From an optimization exercise on the open Yosys and OpenROAD flow, aimed at small area and a short achievable clock period; shortcuts taken in it are not production practice.
At most, simulation tests tie the RTL to the original design; equivalence was not proved.
Function not checked in run 1: the RTL went through the layout flow alone.
Power and IR drop assume default switching activity.

**design/flow/design.v**
```verilog
package vliw_issue_sched_pkg;
    localparam int SLOT_W   = 32;
    localparam int NREG     = 32;
    localparam int SB_W     = 2 * NREG;
    localparam int REG_W    = 5;
    localparam int V_BIT    = 31;
    localparam int BANK_BIT = 30;
    localparam int OP_LSB   = 24;
    localparam int RD_LSB   = 19;
    localparam int RS1_LSB  = 14;
    localparam int RS2_LSB  = 9;
    localparam int IMM_LSB  = 0;
    typedef enum logic {
        S_IDLE = 1'b0,
        S_HOLD = 1'b1
    } state_t;
endpackage
import vliw_issue_sched_pkg::*;
module vliw_scoreboard (
    input  logic            clk,
    input  logic            rst,
    input  logic            issue,
    input  logic [SB_W-1:0] dest_mask,
    output logic [SB_W-1:0] sb_busy,
    output logic            iss1,
    output logic            iss2
);
    always_ff @(posedge clk or posedge rst) begin
        if (rst) begin
            sb_busy <= '0;
            iss1    <= 1'b0;
            iss2    <= 1'b0;
        end else begin
            iss1    <= issue;
            iss2    <= iss1;
            sb_busy <= ((issue | iss1) ? dest_mask : '0) | (iss2 ? sb_busy : '0);
        end
    end
endmodule
import vliw_issue_sched_pkg::*;
module vis_inv   (input logic a, output logic y);             assign y = ~a;            endmodule
module vis_nand2 (input logic a, b, output logic y);          assign y = ~(a & b);      endmodule
module vis_nand3 (input logic a, b, c, output logic y);       assign y = ~(a & b & c);  endmodule
module vis_nand4 (input logic a, b, c, d, output logic y);    assign y = ~(a & b & c & d); endmodule
module vis_nor2  (input logic a, b, output logic y);          assign y = ~(a | b);      endmodule
module vis_or3   (input logic a, b, c, output logic y);       assign y = a | b | c;     endmodule
module vis_oa22  (input logic a1, a2, b1, b2, output logic y); assign y = (a1 | a2) & (b1 | b2);    endmodule
module vis_oai22 (input logic a1, a2, b1, b2, output logic y); assign y = ~((a1 | a2) & (b1 | b2)); endmodule
module vis_orn #(parameter int N = 13) (input logic [N-1:0] a, output logic y);
    assign y = |a;
endmodule
module vis_nandn #(parameter int N = 13) (input logic [N-1:0] a, output logic y);
    assign y = ~&a;
endmodule
module vis_pdec (
    input  logic       v,
    input  logic       bank,
    input  logic [4:0] rd, rs1, rs2,
    output logic [11:0] q_n,
    output logic [7:0] dhi_n, dlo_n,
    output logic [3:0] h1_n, h2_n,
    output logic [7:0] l1_n, l2_n
);
    logic [5:0] d_p, d_n;
    logic [4:0] s1_n, s2_n;
    logic [4:0] s1 [2], s2 [2];
    logic [5:0] d [2];
    assign d_p = {bank, rd};
    for (genvar b = 0; b < 6; b++) begin : g_di
        vis_inv u_i (.a(d_p[b]), .y(d_n[b]));
    end
    for (genvar b = 0; b < 5; b++) begin : g_si
        vis_inv u_1 (.a(rs1[b]), .y(s1_n[b]));
        vis_inv u_2 (.a(rs2[b]), .y(s2_n[b]));
    end
    assign d[0] = d_n;  assign d[1] = d_p;
    assign s1[0] = s1_n; assign s1[1] = rs1;
    assign s2[0] = s2_n; assign s2[1] = rs2;
    for (genvar k = 0; k < 4; k++) begin : g_k4
        vis_nand3 u_q0 (.a(v), .b(d[k/2][5]), .c(d[k%2][4]), .y(q_n[k]));
        vis_nand2 u_q1 (.a(d[k/2][3]), .b(d[k%2][2]), .y(q_n[4+k]));
        vis_nand2 u_q2 (.a(d[k/2][1]), .b(d[k%2][0]), .y(q_n[8+k]));
        vis_nand2 u_h1 (.a(s1[k/2][4]), .b(s1[k%2][3]), .y(h1_n[k]));
        vis_nand2 u_h2 (.a(s2[k/2][4]), .b(s2[k%2][3]), .y(h2_n[k]));
    end
    for (genvar k = 0; k < 8; k++) begin : g_k8
        vis_nand4 u_dh (.a(v), .b(d[k/4][5]), .c(d[(k/2)%2][4]), .d(d[k%2][3]), .y(dhi_n[k]));
        vis_nand3 u_dl (.a(d[k/4][2]),  .b(d[(k/2)%2][1]),  .c(d[k%2][0]),  .y(dlo_n[k]));
        vis_nand3 u_l1 (.a(s1[k/4][2]), .b(s1[(k/2)%2][1]), .c(s1[k%2][0]), .y(l1_n[k]));
        vis_nand3 u_l2 (.a(s2[k/4][2]), .b(s2[(k/2)%2][1]), .c(s2[k%2][0]), .y(l2_n[k]));
    end
endmodule
module vis_eqp (
    input  logic [11:0] a_n,
    input  logic [11:0] b_n,
    output logic        ne
);
    logic [2:0] t1, t2, p;
    for (genvar g = 0; g < 3; g++) begin : g_g
        vis_oai22 u_t1 (.a1(a_n[4*g+0]), .a2(b_n[4*g+0]), .b1(a_n[4*g+1]), .b2(b_n[4*g+1]), .y(t1[g]));
        vis_oai22 u_t2 (.a1(a_n[4*g+2]), .a2(b_n[4*g+2]), .b1(a_n[4*g+3]), .b2(b_n[4*g+3]), .y(t2[g]));
        vis_nor2  u_p  (.a(t1[g]), .b(t2[g]), .y(p[g]));
    end
    vis_or3 u_o (.a(p[0]), .b(p[1]), .c(p[2]), .y(ne));
endmodule
module vis_dup #(
    parameter int NLANE = 26
) (
    input  logic [12*NLANE-1:0] q_n,
    output logic [NLANE-1:0]    dup
);
    assign dup[0] = 1'b0;
    for (genvar i = 1; i < NLANE; i++) begin : g_i
        logic [i-1:0] ne;
        for (genvar j = 0; j < i; j++) begin : g_j
            vis_eqp u_eq (.a_n(q_n[12*i +: 12]), .b_n(q_n[12*j +: 12]), .ne(ne[j]));
        end
        vis_nandn #(.N(i)) u_any (.a(ne), .y(dup[i]));
    end
endmodule
module vis_dmask #(
    parameter int NLANE = 26
) (
    input  logic [8*NLANE-1:0] hi_n,
    input  logic [8*NLANE-1:0] lo_n,
    output logic [63:0]        mask
);
    localparam int NP = NLANE / 2;
    for (genvar r = 0; r < 64; r++) begin : g_r
        logic [NP-1:0] t;
        for (genvar p = 0; p < NP; p++) begin : g_p
            vis_oai22 u_c (
                .a1 (hi_n[8*(2*p)   + r/8]), .a2 (lo_n[8*(2*p)   + r%8]),
                .b1 (hi_n[8*(2*p+1) + r/8]), .b2 (lo_n[8*(2*p+1) + r%8]),
                .y  (t[p])
            );
        end
        vis_orn #(.N(NP)) u_or (.a(t), .y(mask[r]));
    end
endmodule
module vis_hit (
    input  logic [31:0] rn,
    input  logic [63:0] dq_n,
    input  logic        bank,
    output logic        hit
);
    logic [15:0] t0, t1;
    logic        h0, h1;
    for (genvar k = 0; k < 16; k++) begin : g_k
        vis_oai22 u_0 (.a1(rn[2*k]), .a2(dq_n[2*k]),      .b1(rn[2*k+1]), .b2(dq_n[2*k+1]),      .y(t0[k]));
        vis_oai22 u_1 (.a1(rn[2*k]), .a2(dq_n[32 + 2*k]), .b1(rn[2*k+1]), .b2(dq_n[32 + 2*k+1]), .y(t1[k]));
    end
    vis_orn #(.N(16)) u_o0 (.a(t0), .y(h0));
    vis_orn #(.N(16)) u_o1 (.a(t1), .y(h1));
    assign hit = bank ? h1 : h0;
endmodule
module vis_rsvec (
    input  logic [3:0] h1_n, h2_n,
    input  logic [7:0] l1_n, l2_n,
    output logic [31:0] rn
);
    for (genvar r = 0; r < 32; r++) begin : g_r
        vis_oa22 u_c (.a1(h1_n[r/8]), .a2(l1_n[r%8]), .b1(h2_n[r/8]), .b2(l2_n[r%8]), .y(rn[r]));
    end
endmodule
module vliw_issue_sched
#(
    parameter int NLANE   = 26,
    parameter int CNT_W   = 16
) (
    input  logic                    clk,
    input  logic                    rst,
    input  logic                    bundle_valid,
    output logic                    bundle_ready,
    input  logic [1023:0]           bundle,
    input  logic                    flush,
    output logic                    issue_valid,
    output logic [NLANE-1:0]        issue_lane_en,
    output logic [SLOT_W*NLANE-1:0] issue_slots,
    output logic [SB_W-1:0]         sb_busy,
    output logic [CNT_W-1:0]        stall_cycles,
    output logic                    err_waw
);
    vliw_issue_sched_pkg::state_t state;
    logic [SLOT_W*NLANE-1:0]   slots_q, slots_in;
    logic [NLANE-1:0]          v_in, bk_in, dup, vk, lane_v;
    logic [12*NLANE-1:0]       q_n;
    logic [8*NLANE-1:0]        dhi_n, dlo_n, l1_n, l2_n;
    logic [4*NLANE-1:0]        h1_n, h2_n;
    logic [NLANE-1:0]          hit;
    logic [SB_W-1:0]           dmask_in, dmask_q, dq_n;
    logic                      haz_in, haz_q, hazard, latch, issue, iss1, iss2, hold;
    generate
        if (SLOT_W * NLANE < 1024) begin : g_unused
            logic unused_bits;
            assign unused_bits = ^bundle[1023:SLOT_W*NLANE];
        end
    endgenerate
    for (genvar i = 0; i < NLANE; i++) begin : g_lane
        assign v_in[i]      = bundle[SLOT_W*i + V_BIT];
        assign bk_in[i]     = bundle[SLOT_W*i + BANK_BIT];
        vis_pdec u_pd (
            .v     (v_in[i]),
            .bank  (bk_in[i]),
            .rd    (bundle[SLOT_W*i + RD_LSB  +: REG_W]),
            .rs1   (bundle[SLOT_W*i + RS1_LSB +: REG_W]),
            .rs2   (bundle[SLOT_W*i + RS2_LSB +: REG_W]),
            .q_n   (q_n[12*i +: 12]),
            .dhi_n (dhi_n[8*i +: 8]),
            .dlo_n (dlo_n[8*i +: 8]),
            .h1_n  (h1_n[4*i +: 4]),
            .h2_n  (h2_n[4*i +: 4]),
            .l1_n  (l1_n[8*i +: 8]),
            .l2_n  (l2_n[8*i +: 8])
        );
        logic [31:0] rn;
        vis_rsvec u_rs (
            .h1_n (h1_n[4*i +: 4]), .h2_n (h2_n[4*i +: 4]),
            .l1_n (l1_n[8*i +: 8]), .l2_n (l2_n[8*i +: 8]),
            .rn   (rn)
        );
        vis_hit u_hit (.rn(rn), .dq_n(dq_n), .bank(bk_in[i]), .hit(hit[i]));
    end
    vis_dup #(.NLANE(NLANE)) u_dup (.q_n(q_n), .dup(dup));
    assign vk = v_in & ~dup;
    vis_dmask #(.NLANE(NLANE)) u_dm (.hi_n(dhi_n), .lo_n(dlo_n), .mask(dmask_in));
    assign dq_n = ~dmask_q;
    assign haz_in = iss1 & ((|(vk & hit)) | (|(dmask_in & dmask_q)));
    always_comb begin
        slots_in = bundle[SLOT_W*NLANE-1:0];
        for (int i = 0; i < NLANE; i++) slots_in[SLOT_W*i + V_BIT] = vk[i];
        for (int i = 0; i < NLANE; i++) lane_v[i] = slots_q[SLOT_W*i + V_BIT];
    end
    assign hold         = (state == S_HOLD);
    assign bundle_ready = ~hold & ~flush;
    assign latch        = bundle_ready & bundle_valid;
    assign hazard       = hold & haz_q;
    assign issue        = hold & ~flush & ~hazard;
    assign issue_valid   = issue;
    assign issue_lane_en = issue ? lane_v : '0;
    assign issue_slots   = slots_q;
    always_ff @(posedge clk or posedge rst) begin
        if (rst) begin
            state        <= S_IDLE;
            slots_q      <= '0;
            err_waw      <= 1'b0;
            stall_cycles <= '0;
        end else begin
            state   <= (latch | (hold & ~flush & hazard)) ? S_HOLD : S_IDLE;
            err_waw <= latch && (|dup);
            if (latch) slots_q <= slots_in;
            if (hazard && stall_cycles != '1)
                stall_cycles <= stall_cycles + 1'b1;
        end
    end
    always_ff @(posedge clk) begin
        haz_q <= haz_in;
        if (latch) dmask_q <= dmask_in;
    end
    vliw_scoreboard u_sb (
        .clk       (clk),
        .rst       (rst),
        .issue     (issue),
        .dest_mask (dmask_q),
        .sb_busy   (sb_busy),
        .iss1      (iss1),
        .iss2      (iss2)
    );
endmodule
```
**design/flow/flow/run.sh**
```bash
#!/bin/bash
# The standard layout (standard.sh), unchanged except that the port
# buffers that global placement inserts on every input and output are
# sky130_fd_sc_hd__buf_2 cells instead of the delay buffer the resizer
# picks by default. Make's full output goes to flow_make.log here; each
# ORFS step also keeps its own log under orfs/logs/.
set -euo pipefail
export BUFFER_PORTS_ARGS="-buffer_cell sky130_fd_sc_hd__buf_2"
bash standard.sh finish > flow_make.log 2>&1
```
**design/flow/standard.sh**
```bash
#!/bin/bash
# synth_recipe.tcl (not shown) runs the flow's synth.tcl, then flattens the netlist and writes it again
# the make line also repeats each setting of config.mk as NAME=value (left out here)
make -C /OpenROAD-flow-scripts/flow DESIGN_CONFIG=/design/flow/config.mk WORK_HOME=/design/flow/orfs CLKGATE_MAP_FILE= SYNTH_SCRIPT=/design/flow/synth_recipe.tcl "${@:-finish}"
```
**design/flow/config.mk**
```make
export PLATFORM = sky130hd
export DESIGN_NAME = vliw_issue_sched
export DESIGN_NICKNAME = vliw_issue_sched
export VERILOG_FILES = /design/flow/design.v
export SDC_FILE = /design/flow/constraint.sdc
export NUM_CORES = 4
export LEC_CHECK = 0
export CAP_MARGIN = 30
export CORE_MARGIN = 2
export CORE_UTILIZATION = 35
export PLACE_DENSITY = 0.45
export SETUP_SLACK_MARGIN = 5
export SLEW_MARGIN = 30
export SYNTH_HIERARCHICAL = 1
```
**design/flow/constraint.sdc**
```tcl
create_clock -name core_clock -period 10.0 [get_ports {clk}]
set_input_delay 2.0000 -clock core_clock [delete_from_list [all_inputs] [get_ports {clk}]]
set_output_delay 2.0000 -clock core_clock [all_outputs]
set_load 0.01 [all_outputs]
```
==> flow_summary.yaml, run 1 <==
status:
  status: "did not finish"
  haltStage: "I/O pin placement (3_2_place_iop)"
  firstError: "[ERROR PPL-0024] Number of IO pins (1969) exceeds maximum number of available positions (1808). Increase the die perimeter from 1996.40um to 2677.84um."
synth:
  async_flop_share_pct: 93.4
  yosysUniqueCellTypes: 49
  ys.flop_type: "dfrtp_1"
  syn-num-nets: 13200
  synth-warning-count: 15
  yosys-top-cells-area: "dfrtp_1 (27%), o22ai_1 (26%), nand2_1 (13%), o22a_1 (8.5%), nor2_1 (4.6%)"
  netlist_area_um2: 85800
  synth.top_cell.area_share_pct: 26.7
  ys_seq_area_share_pct: 29.0
  ys_seq_elements: 981
  syn_area_per_cell_um2: 7.02
  yosysTopAreaCell: "dfrtp_1"
  synth-edff-count: 64
  netlist_instances: 12200
floorplan:
  die_w_um: 499
  die_h_um: 499
  rows: 181
  start_util_pct: 35.2
[cells in the mapped netlist (18+ instances only)]
library cell / instances
or3_1: 330
nor4_1: 348
o22ai_1: 3614
inv_1: 493
mux2_4: 27
nand3b_1: 18
buf_2: 150
nand4_1: 397
nand2_1: 2876
o22a_1: 832
nor3_1: 71
buf_6: 39
nand3_1: 745
nand2b_1: 27
edfxtp_1: 64
nor2_1: 1045
o21ai_0: 26
and2_1: 27
a22o_1: 75
dfrtp_1: 916
[cells by family after synthesis]
logic type / share of synthesized area [%]
simple gates: 30.6
compound gates: 36.1
flops: 29.0
buf+inv: 3.65
mux: 0.473
xor+xnor: 0.123
fa+ha+maj: 0.0146
other cells: 0.00437
[modules after synthesis, one instance, submodules excluded, a selection]
module            times used  cells  area, um^2
vis_hit                   26      1        15.0
vis_inv                  416      1        3.75
vis_nand2                416      1        3.75
vis_nand3                728      1        5.00
vis_nand4                208      1        6.26
vis_nor2                 975      1        3.75
vis_oa22                 832      1        8.76
vis_oai22               3614      1        6.26
vis_or3                  325      1        6.26
vliw_issue_sched           1   3833       35300
vliw_scoreboard            1    146        2340
==> run 2: changes to the inputs <==
--- a/design/flow/design.v
+++ b/design/flow/design.v
@@ -50,4 +50,7 @@
     assign y = |a;
 endmodule
+module vis_norn #(parameter int N = 13) (input logic [N-1:0] a, output logic y);
+    assign y = ~|a;
+endmodule
 module vis_nandn #(parameter int N = 13) (input logic [N-1:0] a, output logic y);
     assign y = ~&a;
@@ -226,5 +229,16 @@
     vis_dmask #(.NLANE(NLANE)) u_dm (.hi_n(dhi_n), .lo_n(dlo_n), .mask(dmask_in));
     assign dq_n = ~dmask_q;
-    assign haz_in = iss1 & ((|(vk & hit)) | (|(dmask_in & dmask_q)));
+    logic [NLANE:0] hz;
+    for (genvar i = 0; i < NLANE; i++) begin : g_hz
+        logic vh_n;
+        assign vh_n = ~(iss1 & v_in[i] & hit[i]);
+        vis_nor2 u_hz (.a(vh_n), .b(dup[i]), .y(hz[i]));
+    end
+    logic [SB_W-1:0] dd_n;
+    for (genvar r = 0; r < SB_W; r++) begin : g_dd
+        vis_nand3 u_dd (.a(iss1), .b(dmask_q[r]), .c(dmask_in[r]), .y(dd_n[r]));
+    end
+    vis_nandn #(.N(SB_W)) u_ddor (.a(dd_n), .y(hz[NLANE]));
+    vis_orn #(.N(NLANE+1)) u_haz (.a(hz), .y(haz_in));
     always_comb begin
         slots_in = bundle[SLOT_W*NLANE-1:0];
@@ -237,6 +251,15 @@
     assign hazard       = hold & haz_q;
     assign issue        = hold & ~flush & ~hazard;
-    assign issue_valid   = issue;
-    assign issue_lane_en = issue ? lane_v : '0;
+    logic nodup, err_d;
+    vis_norn #(.N(NLANE)) u_nodup (.a(dup), .y(nodup));
+    vis_nor2 u_err (.a(~latch), .b(nodup), .y(err_d));
+    logic             ok_n;
+    logic [NLANE-1:0] en_n;
+    assign ok_n = ~(hold & ~haz_q);
+    assign en_n = ~({NLANE{~ok_n}} & lane_v);
+    vis_nor2 u_iv (.a(flush), .b(ok_n), .y(issue_valid));
+    for (genvar i = 0; i < NLANE; i++) begin : g_en
+        vis_nor2 u_en (.a(flush), .b(en_n[i]), .y(issue_lane_en[i]));
+    end
     assign issue_slots   = slots_q;
     always_ff @(posedge clk or posedge rst) begin
@@ -248,5 +271,5 @@
         end else begin
             state   <= (latch | (hold & ~flush & hazard)) ? S_HOLD : S_IDLE;
-            err_waw <= latch && (|dup);
+            err_waw <= err_d;
             if (latch) slots_q <= slots_in;
             if (hazard && stall_cycles != '1)
--- a/design/flow/config.mk
+++ b/design/flow/config.mk
@@ -8,5 +8,5 @@
 export CAP_MARGIN = 30
 export CORE_MARGIN = 2
-export CORE_UTILIZATION = 35
+export CORE_UTILIZATION = 28
 export PLACE_DENSITY = 0.45
 export SETUP_SLACK_MARGIN = 5
==> flow_summary.yaml, run 2 <==
synth:
  synthMostInstantiatedCell: "o22ai_1"
  yosys-top-cells-area: "dfrtp_1 (27%), o22ai_1 (26%), nand2_1 (13%), o22a_1 (8.5%), nand3_1 (4.9%)"
  syn_area_per_cell_um2: 6.98
  synth-edff-count: 64
  yosysTopAreaCell: "dfrtp_1"
  ys_seq_elements: 981
  async_flop_share_pct: 93.4
  ys_top_cells_by_count: "o22ai_1 (3614), nand2_1 (2904), nor2_1 (1105), dfrtp_1 (916), nand3_1 (837)"
  yosysUniqueCellTypes: 45
  netlist_area_um2: 86100
  ys_seq_area_share_pct: 28.9
  ys.flop_type: "dfrtp_1"
  synth-warning-count: 15
  netlist_instances: 12300
  syn-num-nets: 13400
  synth.top_cell.area_share_pct: 26.6
critical_path:
  max_stage_delay_ps: 760
  path_cells: "buf_6 > buf_12 > clkinvlp_4 > nand4_1 > o22ai_2 > nor4_4 > nand4_1 > nand3_1 > nand4_1 > nor4_4 > nand4_1 > nor4_2 > nand4_1"
  crit_top_cell: "nand4_1"
  worstPathMaxFanout: 5
  cp_slowest_cell: "nor4_4"
  critPathLaunchType: "input port"
  r2r-start: "dmask_q[35]"
  worstPathRequired_ps: 10750
  arrival_ps: 6440
  crit_start: "bundle[158]"
  path_class: "in -> reg"
  worstSetupEndpointType: "register"
drt:
  drc: 0
  antenna_left: 0
  drtIter0Drc: 29200
  wl_um: 944000
  wl_per_cell_um: 49.1
  routed_via_density: 7.40
  vias: 142000
  firstDrtPassIters: 13
finish:
  final_cell_mix: "o22ai_1 (3612), nand2_1 (2807), buf_2 (1713)"
  largest_reg_flops: 832
  largestRegisters: "slots_q x832, dmask_q x64, u_sb.sb_busy x64"
  regMostFlops: "slots_q"
  area_growth_pct: 31.4
  nFillCells: 33500
  final_common_cell: "o22ai_1"
  final_nets: 15800
  drive_above_1_share_pct: 21.9
  multi_input_comb_area_um2: 60800
  utilization_pct: 37.0
  final_area_um2: 113000
  area.sequential_um2: 24900
worst_hold_path:
  hp-start: "slots_q[112]"
  worstHoldPathType: "reg -> reg"
power:
  p_per_area_nw_per_um2: 152
  leakage_nw: 45.6
  ir_worst_vdd_v: 0.000154
  total_power_mw: 17.2
timing:
  hold_viol: 0
  period_needed_ps: 5700
  slew_headroom_pct: 14.4
  setup_viol: 0
  worst_slew_pin_slew_ps: 1280
  rsz0062_at_grt: "true"
  slew_viol_final: 0
  fin_skew_ps: 119
  fmax_mhz: 176
  hold_ws_ps: 467
  setup-tns-final_ps: 0
  period_share_pct: 57.0
clock_network:
  clkTransAtPathRegs_ps: 80
  cts_tree: "built"
  cts.sinks: 981
  htreeDepth: 3
  clk_latency_ps: 1000
  numCtsBuffers: 120
  clockBufferDepth: 4
  cts_root_buf: "clkbuf_16"
  ctsHoldBuffers: 0
floorplan:
  die_w_um: 558
  die_h_um: 558
  die_area_um2: 312000
  rows: 203
  start_util_pct: 28.1
  pin_count: 1969
  coreArea_um2: 306000
grt:
  first_global_vias: 125000
  antenna_found_initial: 264
  grt_pass1_wl_um: 1210000
  grt.total_usage_pct: 57.2
  overflow: 0
  grt_start_max_net_pins: 170
place:
  port_buffers: 1776
  dp_hpwl_um: 676000
  place.gp.congestion: 1.14
  placed_cell_area_um2: 103000
status:
  status: "timing/DRC/antenna clean"
flow_run:
  maxCapViolations: 0
==> run 2: changes by cell type after synthesis, sizes merged, moves of 12 or more <==
cell    change
and2       -26
nand2      +27
nand3b     -17
nand3      +91
nand4      +16
nor2       +61
nor4       +12
==> run 2: final timing paths <==
path,end,slack (ps),cells after the start
max in group asynchronous,slots_q[46],6880,4
setup / recovery,haz_q,4300,13
hold reg to reg,slots_q[112],470,2
setup reg to reg,haz_q,4330,11
min in group asynchronous,slots_q[790],1090,2
hold / removal,slots_q[112],470,2
==> run 2: layer usage <==
layer	global-route usage, %	up-vias	wire (um)
met2	72.2	14600	337000
met5	15.9	-	6860
met1	62.5	68600	324000
met3	42.2	5028	179000
met4	44.4	177	97700
li1	-	54000	-
==> run 2: modules after synthesis, one instance, submodules excluded, excerpt <==
| module | flip-flops and latches | cells | copies in the design | area (um^2) |
|---|---|---|---|---|
| vis_oai22 | 0 | 1 | 3614 | 6.26 |
| vis_oa22 | 0 | 1 | 832 | 8.76 |
| vis_nand4 | 0 | 1 | 208 | 6.26 |
| vis_nand3 | 0 | 1 | 792 | 5.00 |
| vis_inv | 0 | 1 | 416 | 3.75 |
| vis_hit | 0 | 1 | 26 | 15.0 |
| vliw_issue_sched | 915 | 3784 | 1 | 34800 |
| vis_nand2 | 0 | 1 | 416 | 3.75 |
| vliw_scoreboard | 66 | 146 | 1 | 2340 |
| vis_or3 | 0 | 1 | 325 | 6.26 |
| vis_nor2 | 0 | 1 | 1029 | 3.75 |
==> run 2: repair_timing <==
item                       in CTS  in global routing
setup buffers                 207                 20
gates cloned                    0                  0
resized for setup             409                100
pin swaps                      70                 14
setup endpoints to repair       6                  4
==> run 2: power breakdown <==
part           internal (mW)  total, mW  leakage (nW)  switching (mW)
registers               4.72       5.33          12.1           0.610
logic                   1.73       6.97          31.5            5.24
clock network           2.74       4.85          2.04            2.11
total                   9.19       17.2          45.6            7.96
==> run 2: cell type report <==
class	instances	share of cell area [%]
Clock buffer	168	3.09
Timing Repair Buffer	2505	13.6
Tap cell	4100	4.54
Sequential cell	981	22.0
Multi-Input combinational cell	10700	53.8
Inverter	485	1.76
Antenna cell	301	0.666
Clock inverter	50	0.607
==> run 2: kinds of logic after synthesis <==
logic type                 count (synthesis)  synth area share, %
muxes                                     30                0.506
xor gates and xnor gates                   8               0.0814
other                                      1              0.00436
DFF                                      981                 28.9
AOI/OAI and AO/OA                       4545                 35.6
adders and majority gates                  1               0.0145
buffers and inverters                    691                 3.65
and+or+nand+nor                         6072                 31.2
==> run 2: critical path, delay by kind of cell <==
family,cells,cell delay (ps)
buf+inv,3,480
simple gates,9,3750
compound gates,1,170
==> run 2: through the flow <==
| step | setup WS (ps) | instances |
|---|---|---|
| finish | 4300 | 19200 |
| floorplan | -3680 | 12300 |
| global route | 4590 | 19100 |
| global placement | 2420 | 18500 |
| detailed placement | 2620 | 18500 |
| CTS | 4840 | 18900 |
==> run 3: changes to the inputs <==
--- a/design/flow/design.v
+++ b/design/flow/design.v
@@ -187,5 +187,6 @@
     vliw_issue_sched_pkg::state_t state;
     logic [SLOT_W*NLANE-1:0]   slots_q, slots_in;
-    logic [NLANE-1:0]          v_in, bk_in, dup, vk, lane_v;
+    logic [NLANE-1:0]          v_in, bk_in, dup, vk, lane_v, dup_q;
+    logic                      latched_q;
     logic [12*NLANE-1:0]       q_n;
     logic [8*NLANE-1:0]        dhi_n, dlo_n, l1_n, l2_n;
@@ -229,5 +230,6 @@
     vis_dmask #(.NLANE(NLANE)) u_dm (.hi_n(dhi_n), .lo_n(dlo_n), .mask(dmask_in));
     assign dq_n = ~dmask_q;
-    logic [NLANE:0] hz;
+    localparam int NG = SB_W / 4;
+    logic [NLANE+NG-1:0] hz;
     for (genvar i = 0; i < NLANE; i++) begin : g_hz
         logic vh_n;
@@ -239,10 +241,15 @@
         vis_nand3 u_dd (.a(iss1), .b(dmask_q[r]), .c(dmask_in[r]), .y(dd_n[r]));
     end
-    vis_nandn #(.N(SB_W)) u_ddor (.a(dd_n), .y(hz[NLANE]));
-    vis_orn #(.N(NLANE+1)) u_haz (.a(hz), .y(haz_in));
+    for (genvar g = 0; g < NG; g++) begin : g_dg
+        vis_nand4 u_dg (.a(dd_n[4*g]), .b(dd_n[4*g+1]), .c(dd_n[4*g+2]), .d(dd_n[4*g+3]), .y(hz[NLANE+g]));
+    end
+    vis_orn #(.N(NLANE+NG)) u_haz (.a(hz), .y(haz_in));
     always_comb begin
-        slots_in = bundle[SLOT_W*NLANE-1:0];
-        for (int i = 0; i < NLANE; i++) slots_in[SLOT_W*i + V_BIT] = vk[i];
-        for (int i = 0; i < NLANE; i++) lane_v[i] = slots_q[SLOT_W*i + V_BIT];
+        slots_in    = bundle[SLOT_W*NLANE-1:0];
+        issue_slots = slots_q;
+        for (int i = 0; i < NLANE; i++) begin
+            lane_v[i] = slots_q[SLOT_W*i + V_BIT] & ~dup_q[i];
+            issue_slots[SLOT_W*i + V_BIT] = lane_v[i];
+        end
     end
     assign hold         = (state == S_HOLD);
@@ -251,7 +258,5 @@
     assign hazard       = hold & haz_q;
     assign issue        = hold & ~flush & ~hazard;
-    logic nodup, err_d;
-    vis_norn #(.N(NLANE)) u_nodup (.a(dup), .y(nodup));
-    vis_nor2 u_err (.a(~latch), .b(nodup), .y(err_d));
+    assign err_waw = latched_q & (|dup_q);
     logic             ok_n;
     logic [NLANE-1:0] en_n;
@@ -262,14 +267,13 @@
         vis_nor2 u_en (.a(flush), .b(en_n[i]), .y(issue_lane_en[i]));
     end
-    assign issue_slots   = slots_q;
     always_ff @(posedge clk or posedge rst) begin
         if (rst) begin
             state        <= S_IDLE;
             slots_q      <= '0;
-            err_waw      <= 1'b0;
+            latched_q    <= 1'b0;
             stall_cycles <= '0;
         end else begin
             state   <= (latch | (hold & ~flush & hazard)) ? S_HOLD : S_IDLE;
-            err_waw <= err_d;
+            latched_q <= latch;
             if (latch) slots_q <= slots_in;
             if (hazard && stall_cycles != '1)
@@ -279,5 +283,8 @@
     always_ff @(posedge clk) begin
         haz_q <= haz_in;
-        if (latch) dmask_q <= dmask_in;
+        if (latch) begin
+            dmask_q <= dmask_in;
+            dup_q   <= dup;
+        end
     end
     vliw_scoreboard u_sb (
--- a/design/flow/config.mk
+++ b/design/flow/config.mk
@@ -9,4 +9,5 @@
 export CORE_MARGIN = 2
 export CORE_UTILIZATION = 28
+export CTS_BUF_LIST = sky130_fd_sc_hd__clkbuf_4 sky130_fd_sc_hd__clkbuf_8
 export PLACE_DENSITY = 0.45
 export SETUP_SLACK_MARGIN = 5
==> flow_summary.yaml, run 3 <==
timing:
  rsz0062_at_grt: "true"
  slew_headroom_pct: 25.1
  fin_skew_ps: 147
  worst_slew_pin_slew_ps: 1110
  fmax_mhz: 183
  period_share_pct: 54.8
  slew_viol_final: 0
  hold_ws_ps: 477
  setup_viol: 0
  period_needed_ps: 5480
  hold_viol: 0
place:
  dp_hpwl_um: 606000
  port_buffers: 1776
  placed_cell_area_um2: 104000
  place.gp.congestion: 1.12
flow_run:
  maxCapViolations: 0
synth:
  netlist_area_um2: 92200
  ys.flop_type: "dfrtp_1"
  ys_top_cells_by_count: "o22ai_1 (3614), nor2_1 (1104), dfrtp_1 (916), nand3_1 (838), o22a_1 (832)"
  async_flop_share_pct: 91.0
  yosys-top-cells-area: "dfrtp_1 (25%), o22ai_1 (25%), mux2_2 (9.7%), o22a_1 (7.9%), buf_4 (6.6%)"
  syn-num-nets: 12500
  synth-edff-count: 90
  netlist_instances: 11400
  syn_area_per_cell_um2: 8.07
  synthMostInstantiatedCell: "o22ai_1"
  synth-warning-count: 15
  yosysUniqueCellTypes: 45
  yosysTopAreaCell: "dfrtp_1"
  synth.top_cell.area_share_pct: 24.9
  ys_seq_elements: 1007
  ys_seq_area_share_pct: 27.8
critical_path:
  worstPathRequired_ps: 10980
  arrival_ps: 6460
  worstPathMaxFanout: 13
  path_class: "in -> reg"
  worstSetupEndpointType: "register"
  critPathLaunchType: "input port"
drt:
  routed_via_density: 7.51
  wl_um: 872000
  firstDrtPassIters: 15
  drtIter0Drc: 27200
  antenna_left: 0
  vias: 133000
  drc: 0
  wl_per_cell_um: 49.2
status:
  status: "timing/DRC/antenna clean"
floorplan:
  start_util_pct: 28.2
  die_h_um: 578
  die_area_um2: 334000
  coreArea_um2: 327000
  rows: 210
  pin_count: 1969
  die_w_um: 578
finish:
  final_nets: 14100
  largest_reg_flops: 832
  area_growth_pct: 19.7
  final_cell_mix: "o22ai_1 (3614), buf_2 (1758), nor2_1 (1102)"
  nFillCells: 35400
  regMostFlops: "slots_q"
  final_common_cell: "o22ai_1"
  drive_above_1_share_pct: 28.1
  final_area_um2: 110000
  area.sequential_um2: 25600
  largestRegisters: "slots_q x832, dmask_q x64, u_sb.sb_busy x64"
  multi_input_comb_area_um2: 59200
clock_network:
  clk_latency_ps: 1130
  clkTransAtPathRegs_ps: 50
  clockBufferDepth: 4
  cts_root_buf: "clkbuf_8"
  cts_tree: "built"
  numCtsBuffers: 198
  htreeDepth: 4
  cts.sinks: 1007
power:
  p_per_area_nw_per_um2: 160
  leakage_nw: 39.9
  ir_worst_vdd_v: 0.000114
grt:
  grt_pass1_wl_um: 1120000
  grt.total_usage_pct: 49.2
  grt_start_max_net_pins: 146
  overflow: 0
  first_global_vias: 118000
  antenna_found_initial: 196
worst_hold_path:
  worstHoldPathType: "reg -> reg"
## run 3: cells by family after synthesis
logic type,Yosys count,synth area share [%]
other,1,0.00407
flip-flops,1007,27.8
multiplexers,859,10.6
AND/OR/NAND/NOR,3626,19.2
XOR/XNOR,13,0.123
AO/OA/AOI/OAI,4515,33.1
buffers and inverters,1405,9.20
adder cells (fa/ha/maj),1,0.0136
## run 3: path summary, 6_finish.rpt
path	slack (ps)	cells past startpoint	startpoint	end
worst max-delay path	4520	14	bundle[759]	haz_q
worst min-delay path	480	1	slots_q[383]	slots_q[383]
worst max register to register	4720	11	dmask_q[2]	haz_q
worst min register to register	480	1	slots_q[383]	slots_q[383]
max in group asynchronous	6920	4	rst	slots_q[158]
min in group asynchronous	1040	2	rst	u_sb.sb_busy[60]
## run 3: repair_timing
item	4_1_cts	5_1_grt
endpoints found under the setup margin	17	4
gates resized for setup	38	101
setup buffers	0	46
hold endpoints to repair	0	0
gates cloned	0	2
pin swaps	1	14
hold buffers	0	0
## run 3: critical path, cell delays in order
cell	delay (ps)
buf_2	450
clkinvlp_4	440
buf_4	300
nand3_4	340
o22ai_1	130
nor2_1	140
or3_1	200
nand4_1	230
nor4_1	570
nand2_2	370
nor2_4	670
nor4_4	200
nand4_1	200
or3_1	150
## run 3: final cells by class
class,count,area share (%)
inverter,485,1.67
tap,4346,4.93
sequential,1007,23.2
multi-input combinational,9017,53.6
clock inverter,51,0.605
clock buffer,301,3.38
antenna,153,0.347
timing repair buffer,2344,12.2
## run 3: modules after synthesis, one instance, submodules excluded, excerpt
module / area [um^2] / copies in the design
vliw_issue_sched: 41000 / 1
vis_nor2: 3.75 / 1028
vis_oa22: 8.76 / 832
vis_nand2: 3.75 / 416
vis_oai22: 6.26 / 3614
vis_nand3: 5.00 / 792
vis_inv: 3.75 / 416
## run 3: power by group
part	leakage, nW	switching (mW)	total [mW]	internal [mW]
sequential	11.8	0.652	5.59	4.94
clock	2.31	2.20	4.92	2.72
combinational	25.8	5.07	7.12	2.05
total	39.9	7.92	17.6	9.71
## run 3: routing by layer
layer  track usage (%)  up-vias  wire length (um)
met4              45.8      114            104000
li1                  -    49700                 -
met3              29.8     4711            145000
met1              54.6    64300            300000
met5              12.1        -              4870
met2              62.7    14200            317000
## run 3: per-stage QoR
| stage | TNS (ps) | utilization [%] | std cells | power, mW | worst slack (ps) |
|---|---|---|---|---|---|
| after global placement | 0 | 31.8 | 17100 | 12.1 | 2890 |
| after floorplan | -3128090 | - | 11400 | 9.20 | -3680 |
| final | 0 | 33.7 | 17700 | 17.6 | 4520 |
| after global routing | 0 | 33.7 | 17600 | 17.8 | 4940 |
| after detailed placement | 0 | 31.8 | 17100 | 12.2 | 3390 |
| after CTS | 0 | 33.2 | 17500 | 17.1 | 4860 |
==> run 4: changes to the inputs <==
--- a/design/flow/design.v
+++ b/design/flow/design.v
@@ -194,5 +194,5 @@
     logic [NLANE-1:0]          hit;
     logic [SB_W-1:0]           dmask_in, dmask_q, dq_n;
-    logic                      haz_in, haz_q, hazard, latch, issue, iss1, iss2, hold;
+    logic                      haz_q, hazard, latch, issue, iss1, iss2, hold;
     generate
         if (SLOT_W * NLANE < 1024) begin : g_unused
@@ -244,5 +244,6 @@
         vis_nand4 u_dg (.a(dd_n[4*g]), .b(dd_n[4*g+1]), .c(dd_n[4*g+2]), .d(dd_n[4*g+3]), .y(hz[NLANE+g]));
     end
-    vis_orn #(.N(NLANE+NG)) u_haz (.a(hz), .y(haz_in));
+    logic [NLANE+NG-1:0] hz_q;
+    vis_orn #(.N(NLANE+NG)) u_haz (.a(hz_q), .y(haz_q));
     always_comb begin
         slots_in    = bundle[SLOT_W*NLANE-1:0];
@@ -282,5 +283,5 @@
     end
     always_ff @(posedge clk) begin
-        haz_q <= haz_in;
+        hz_q <= hz;
         if (latch) begin
             dmask_q <= dmask_in;
==> flow_summary.yaml, run 4 <==
place:
  dp_hpwl_um: 605000
  port_buffers: 1776
  place.gp.congestion: 1.10
floorplan:
  die_w_um: 581
  rows: 211
  coreArea_um2: 331000
  pin_count: 1969
  start_util_pct: 28.2
  die_area_um2: 337000
  die_h_um: 581
power:
  leakage_nw: 39.9
  p_comb_share_pct: 47.2
  ir_worst_vdd_v: 0.000140
  p_clk_share_pct: 22.3
  power_switching_mw: 10.6
  p_int_mw: 11.7
  switching_share_pct: 47.7
  p_seq_share_pct: 30.5
  p_per_area_nw_per_um2: 202
synth:
  ys_seq_elements: 1048
  yosysTopAreaCell: "dfrtp_1"
  netlist_area_um2: 93200
  synth-warning-count: 15
  async_flop_share_pct: 87.4
  syn-num-nets: 12500
  syn_area_per_cell_um2: 8.12
  synthMostInstantiatedCell: "o22ai_1"
  ys.flop_type: "dfrtp_1"
  synth.top_cell.area_share_pct: 24.6
  ys_seq_area_share_pct: 28.4
  yosys-top-cells-area: "dfrtp_1 (25%), o22ai_1 (24%), mux2_2 (9.7%), o22a_1 (7.8%), buf_4 (6.8%)"
  netlist_instances: 11500
  yosysUniqueCellTypes: 47
  ys_top_cells_by_count: "o22ai_1 (3614), nor2_1 (1103), dfrtp_1 (916), buf_4 (848), nand3_1 (835)"
  synth-edff-count: 90
grt:
  grt_pass1_wl_um: 1130000
  antenna_found_initial: 148
  grt.total_usage_pct: 49.1
  met2_usage_pct: 62.6
  top_usage_layer: "met2"
  gr-usage-met1_pct: 57.3
  first_global_vias: 118000
  grt_start_max_net_pins: 153
  overflow: 0
  use_met3_pct: 29.5
finish:
  nFillCells: 35600
  final_cell_mix: "o22ai_1 (3614), buf_2 (1770), nor2_1 (1094)"
  final_nets: 14000
  area_growth_pct: 18.7
  final_common_cell: "o22ai_1"
  regMostFlops: "slots_q"
  drive_above_1_share_pct: 28.3
  largestRegisters: "slots_q x832, dmask_q x64, u_sb.sb_busy x64"
  utilization_pct: 33.4
  largest_reg_flops: 832
drt:
  antenna_left: 0
  drc: 0
  routed_via_density: 7.48
  wl_um: 877000
  wl_per_cell_um: 49.8
  firstDrtPassIters: 14
  vias: 132000
  drtIter0Drc: 26900
clock_network:
  clkTransAtPathRegs_ps: 60
  cts_root_buf: "clkbuf_8"
  clk_latency_ps: 1170
  htreeDepth: 4
  ctsHoldBuffers: 0
  clockBufferDepth: 4
  numCtsBuffers: 204
  cts.sinks: 1048
  cts_tree: "built"
timing:
  fmax_mhz: 173
  rsz0062_at_grt: "true"
  period_needed_ps: 5790
  fin_skew_ps: 120
  slew_headroom_pct: 16.9
  setup-tns-final_ps: 0
  hold_viol: 0
  period_share_pct: 57.9
  slew_viol_final: 0
  setup_viol: 0
  worst_slew_pin_slew_ps: 1240
critical_path:
  worstPathMaxFanout: 7
  worstSetupEndpointType: "output port"
  worstPathRequired_ps: 8000
  critPathLaunchType: "register"
  path_class: "reg -> out"
  arrival_ps: 3790
status:
  status: "timing/DRC/antenna clean"
worst_hold_path:
  worstHoldPathType: "reg -> reg"
flow_run:
  maxCapViolations: 0
## run 4: cell types whose count changed after synthesis, sizes merged, moves of 3 or more
cell	change
xor2	+7
nor4	+3
nand3	-3
dfxtp	+41
xnor2	-6
## run 4: logic make-up (layout without fill, tap and decap cells)
group	after synthesis	in the layout	share of synthesized area (%)
and+or+nand+nor	3621	3621	19.0
DFF	1048	1048	28.4
adders and majority gates	1	1	0.0134
other	1	116	0.00402
xor gates and xnor gates	14	14	0.132
AOI/OAI and AO/OA	4517	4517	32.7
muxes	859	859	10.5
buffers and inverters	1408	3059	9.22
## run 4: timing repair
action / in CTS / in global routing
gates cloned: 1 / 0
setup endpoints to repair: 29 / 28
resized for setup: 36 / 22
hold endpoints to repair: 0 / 0
buffers inserted: 4 / 3
pin swaps: 15 / 12
## run 4: worst max-delay path, cell delays in order, from the launching register on
cell and delay, ps:
dfxtp_2 320, nor4_2 250, buf_4 230, nand4_1 390, or3_4 550, nor2b_4 140
buf_12 130, buf_16 180, buf_12 160, inv_6 40, nor2_4 80, buf_6 130
## run 4: cell type report
type	count	area [um^2]	share of cell area (%)
flip-flops and latches	1048	26500	23.9
diodes	115	288	0.260
repair buffers	2212	12600	11.4
clock inverters	47	553	0.500
well taps	4366	5460	4.94
multi-input cells	9013	59500	53.8
inverters	487	1840	1.66
clock buffers	313	3930	3.55
## run 4: power by group through the flow
stage / Clock, mW / Sequential (mW) / Combinational, mW
after floorplan: 0 / 6.47 / 5.82
after global placement: 0 / 6.75 / 9.64
after detailed placement: 0 / 6.79 / 9.63
after CTS: 5.04 / 6.75 / 9.83
after global routing: 5.21 / 6.95 / 10.4
final: 4.97 / 6.81 / 10.5
## run 4: layer usage
metal / vias up / share of wire (%)
met4: 84 / 10
met1: 64100 / 36
li1: 49500 / -
met3: 4184 / 17
met2: 13800 / 36
met5: - / 0.39
## run 4: worst paths after layout
kind	start	end	slack (ps)	depth (start not counted)
setup / recovery	hz_q[8]	issue_valid	4210	11
min in group asynchronous	rst	u_sb.sb_busy[11]	850	2
hold reg to reg	slots_q[752]	slots_q[752]	480	1
max in group asynchronous	rst	slots_q[82]	7030	4
setup reg to reg	dmask_q[56]	hz_q[0]	5450	8
hold / removal	slots_q[752]	slots_q[752]	480	1
## run 4: through the flow
step | std cells | hold slack, ps | cell area, um^2 | power [mW] | worst slack [ps]
floorplan | 11500 | 450 | 93200 | 12.3 | -3680
global route | 17500 | 504 | 110000 | 22.6 | 4300
finish | 17600 | 481 | 111000 | 22.3 | 4210
global placement | 17100 | 463 | 105000 | 16.4 | 4290
CTS | 17500 | 483 | 110000 | 21.6 | 4460
detailed placement | 17100 | 469 | 105000 | 16.4 | 4480
## run 4: per-module statistics from Yosys, one instance, submodules excluded, a selection
module | times used | area, um^2 | flip-flops and latches
vis_nand2 | 416 | 3.75 | 0
vis_inv | 416 | 3.75 | 0
vis_oai22 | 3614 | 6.26 | 0
vis_oa22 | 832 | 8.76 | 0
vliw_issue_sched | 1 | 42000 | 982
vis_hit | 26 | 15.0 | 0
vliw_scoreboard | 1 | 2340 | 66

[port drivers added, routing unchanged]
No port has a modelled driver above. Below, the same layouts with a new extraction and two added sets of constraints.
Step 1, drivers: a clkbuf_16 drives clk and a buf_2 each remaining input, both assumed.
Step 2 times the ports against the registers' clock, not the clock port: input delays grow and output delays shrink by t, the midpoint of the rising clock arrivals with the driver on.
a / b / c = ideal / step 1 / step 2; a / b = the first two.
run	t (ns)	setup slack, ns	worst setup path at the end
run 2	1.067	4.303 / 3.997 / 2.929	input to register
run 3	1.185	4.523 / 4.405 / 3.220	input to register
run 4	1.244	4.211 / 4.079 / 3.972	input to register
After both steps every run listed still meets setup and hold. The setup slack of run 2, which loses most, moves by -0.306 ns with the drivers and by -1.374 ns with both steps.
